Background: an optimization exercise with open tools, aiming at small area, a short achievable clock period and few clock cycles per item. Do not read the settings as production practice. Power is estimated from default activity; no workload was simulated.

## fx_arith_top
module fx_arith_top (
  input  logic             clk,
  input  logic             rst_n,
  input  logic             in_valid,
  output logic             in_ready,
  input  fx_pkg::fx_word_t num_a,     
  input  fx_pkg::fx_word_t num_b,     
  input  logic             op_mul,
  output logic             out_valid,
  input  logic             out_ready,
  output fx_pkg::fx_word_t result,
  output logic             overflow,
  output logic             precision_lost
);
  logic bo0;
  logic bt0;
  logic seln0_0;
  logic pp0_0;
  logic seln0_1;
  logic pp0_1;
  logic seln0_2;
  logic pp0_2;
  logic seln0_3;
  logic pp0_3;
  logic seln0_4;
  logic pp0_4;
  logic seln0_5;
  logic pp0_5;
  logic seln0_6;
  logic pp0_6;
  logic seln0_7;
  logic pp0_7;
  logic seln0_8;
  logic pp0_8;
  logic seln0_9;
  logic pp0_9;
  logic seln0_10;
  logic pp0_10;
  logic seln0_11;
  logic pp0_11;
  logic seln0_12;
  logic pp0_12;
  logic seln0_13;
  logic pp0_13;
  logic seln0_14;
  logic pp0_14;
  ...
Size in the first run: roughly 870 cells after synthesis, roughly 57 I/O pins.
export LEC_CHECK = 0
export ABC_AREA = 1
export CAP_MARGIN = 20
export CORE_MARGIN = 2
export CORE_UTILIZATION = 40
export SETUP_SLACK_MARGIN = 1.4
export SLEW_MARGIN = 20
create_clock -name core_clock -period 5.5 [get_ports {clk}]
standard.sh (not shown) runs the stock make flow with config.mk's settings and CLKGATE_MAP_FILE= SYNTH_SCRIPT=/design/flow/synth_recipe.tcl, a recipe that flattens the netlist after the stock synthesis.
==> flow/flow/run.sh <==
#!/bin/bash
# Own layout flow: the standard flow, with the design's one-gate modules
# (full and half adders, Booth select gates) given as the cells they stand
# for. Everything else, registers included, goes through the standard
# synthesis unchanged. Ports are buffered with plain buffers rather than
# delay cells, and the resizer may change a cell's footprint.
set -euo pipefail
work=$(pwd)
python3 flow/subst.py design.v flow/cells.v > design_cells.v 2> subst.log
bash standard.sh VERILOG_FILES="$work/design_cells.v" \
  BUFFER_PORTS_ARGS="-buffer_cell sky130_fd_sc_hd__buf_1" \
  MATCH_CELL_FOOTPRINT=0 finish > standard.log 2>&1
==> flow/flow/cells.v <==
// Cell-level bodies for the design's one-gate modules. flow/run.sh puts
// these in place of the RTL bodies before synthesis, so that each module
// becomes exactly the cell named here; the function is the same.
module fx_fa (input a, input b, input c, output s, output co);
  sky130_fd_sc_hd__fa_1 u (.A(a), .B(b), .CIN(c), .SUM(s), .COUT(co));
endmodule

module fx_ha (input a, input b, output s, output co);
  sky130_fd_sc_hd__ha_1 u (.A(a), .B(b), .SUM(s), .COUT(co));
endmodule

module fx_hai (input a, input b, output s, output co);
  sky130_fd_sc_hd__xnor2_1 us (.A(a), .B(b), .Y(s));
  sky130_fd_sc_hd__or2_1 uc (.A(a), .B(b), .X(co));
endmodule

module fx_aoi22 (input a, input b, input c, input d, output y);
  sky130_fd_sc_hd__a22oi_1 u (.A1(a), .A2(b), .B1(c), .B2(d), .Y(y));
endmodule

module fx_xor2 (input a, input b, output y);
  sky130_fd_sc_hd__xor2_1 u (.A(a), .B(b), .X(y));
endmodule

module fx_xnor2 (input a, input b, output y);
  sky130_fd_sc_hd__xnor2_1 u (.A(a), .B(b), .Y(y));
endmodule

module fx_nand2 (input a, input b, output y);
  sky130_fd_sc_hd__nand2_1 u (.A(a), .B(b), .Y(y));
endmodule

module fx_mux2i (input a0, input a1, input s, output y);
  sky130_fd_sc_hd__mux2i_1 u (.A0(a0), .A1(a1), .S(s), .Y(y));
endmodule
==> flow/flow/subst.py <==
#!/usr/bin/env python3
"""subst.py DESIGN CELLS: DESIGN with every module that CELLS defines taken
out, and CELLS appended, on stdout."""
import re
import sys

design = open(sys.argv[1]).read()
cells = open(sys.argv[2]).read()
names = re.findall(r'^\s*module\s+(\w+)', cells, re.M)
for n in names:
    pat = re.compile(r'^\s*module\s+' + n + r'\b.*?^\s*endmodule\b[^\n]*\n?', re.M | re.S)
    design, k = pat.subn('', design)
    print(f'{n}: replaced {k}', file=sys.stderr)
sys.stdout.write(design + '\n' + cells)
Next try:
SETUP_SLACK_MARGIN = 1.0   (was 1.4)
Result: The changed run finished with timing, DRC and antenna clean. Final cell count is lower by 1.7%. Global-route usage went down by 0.26 points. Non-clock buffer count shrinks by 21. Power is lower by 4.5%. Routed wire length goes down by about 2.3%. Via count falls by about 1.9%. Setup slack gets worse by 0.13 ns.
Next try:
GPL_TIMING_DRIVEN = 0   (was unset)
SETUP_SLACK_MARGIN = 0.6   (was 1.0)
The new run completed with no timing, DRC or antenna violations.
Utilization is lower by 1.1 points.
Setup slack got worse by 0.30 ns.
Register-to-register slack loses 0.17 ns.
Die area stays the same.
Count of clock-buffer cells in the layout falls by 1.
Sequential share of layout area came out higher by 0.26 points.
Clock skew barely changes.
Via count decreases by 2.5%.
Routed wire length decreases by about 4%.
Combinational power drops by about 3%.
Next try:
GPL_TIMING_DRIVEN = unset   (was 0)
=> Wire length is lower by 1.8%. Sequential power is about the same. Global-route usage is lower by 0.42 points. Critical path depth is lower by 3.
Next try:
SETUP_SLACK_MARGIN = unset   (was 0.6)
What happened: Total power went down by 2.1%; clock-buffer cell count falls by 1; cell area goes down by 0.83%; hold slack gets better by 0.0085 ns; sequential share of layout area rose by 0.10 points; sequential power hardly moves.
No run of this note included a check of the RTL's function; only the layout flow was run.

## static timing again, ports no longer ideal
In the flow no input, the clock included, has a driving cell. The finished layouts below were timed again as built, in two steps.
Step 1: set_driving_cell puts a clkbuf_16 on clk and a buf_2 on each other input, an assumption about the parent block.
Step 2 moves the port delays by t, midway between the first and last clock arrival at a register: inputs arrive t later, outputs are due t later. That takes back most of the time a late clock gives input paths.
a / b / c = ideal / step 1 / step 2; a / b = the first two.
run | t (ns) | setup slack, ns | slew at the worst register clock pin (ns)
the first run | 0.324 | 1.103 / 1.083 / 0.759 | 0.06 / 0.06
the second run | 0.309 | 0.974 / 0.983 / 0.674 | 0.06 / 0.06
the third run | 0.307 | 0.673 / 0.620 / 0.312 | 0.06 / 0.06
the fourth run | 0.315 | 0.846 / 0.850 / 0.535 | 0.06 / 0.06
the fifth run | 0.322 | 0.572 / 0.584 / 0.262 | 0.06 / 0.06
After both steps every run listed still meets setup and hold. For the third run, which loses most, drivers alone change the setup slack by -0.053 ns; drivers and shift together by -0.361 ns.
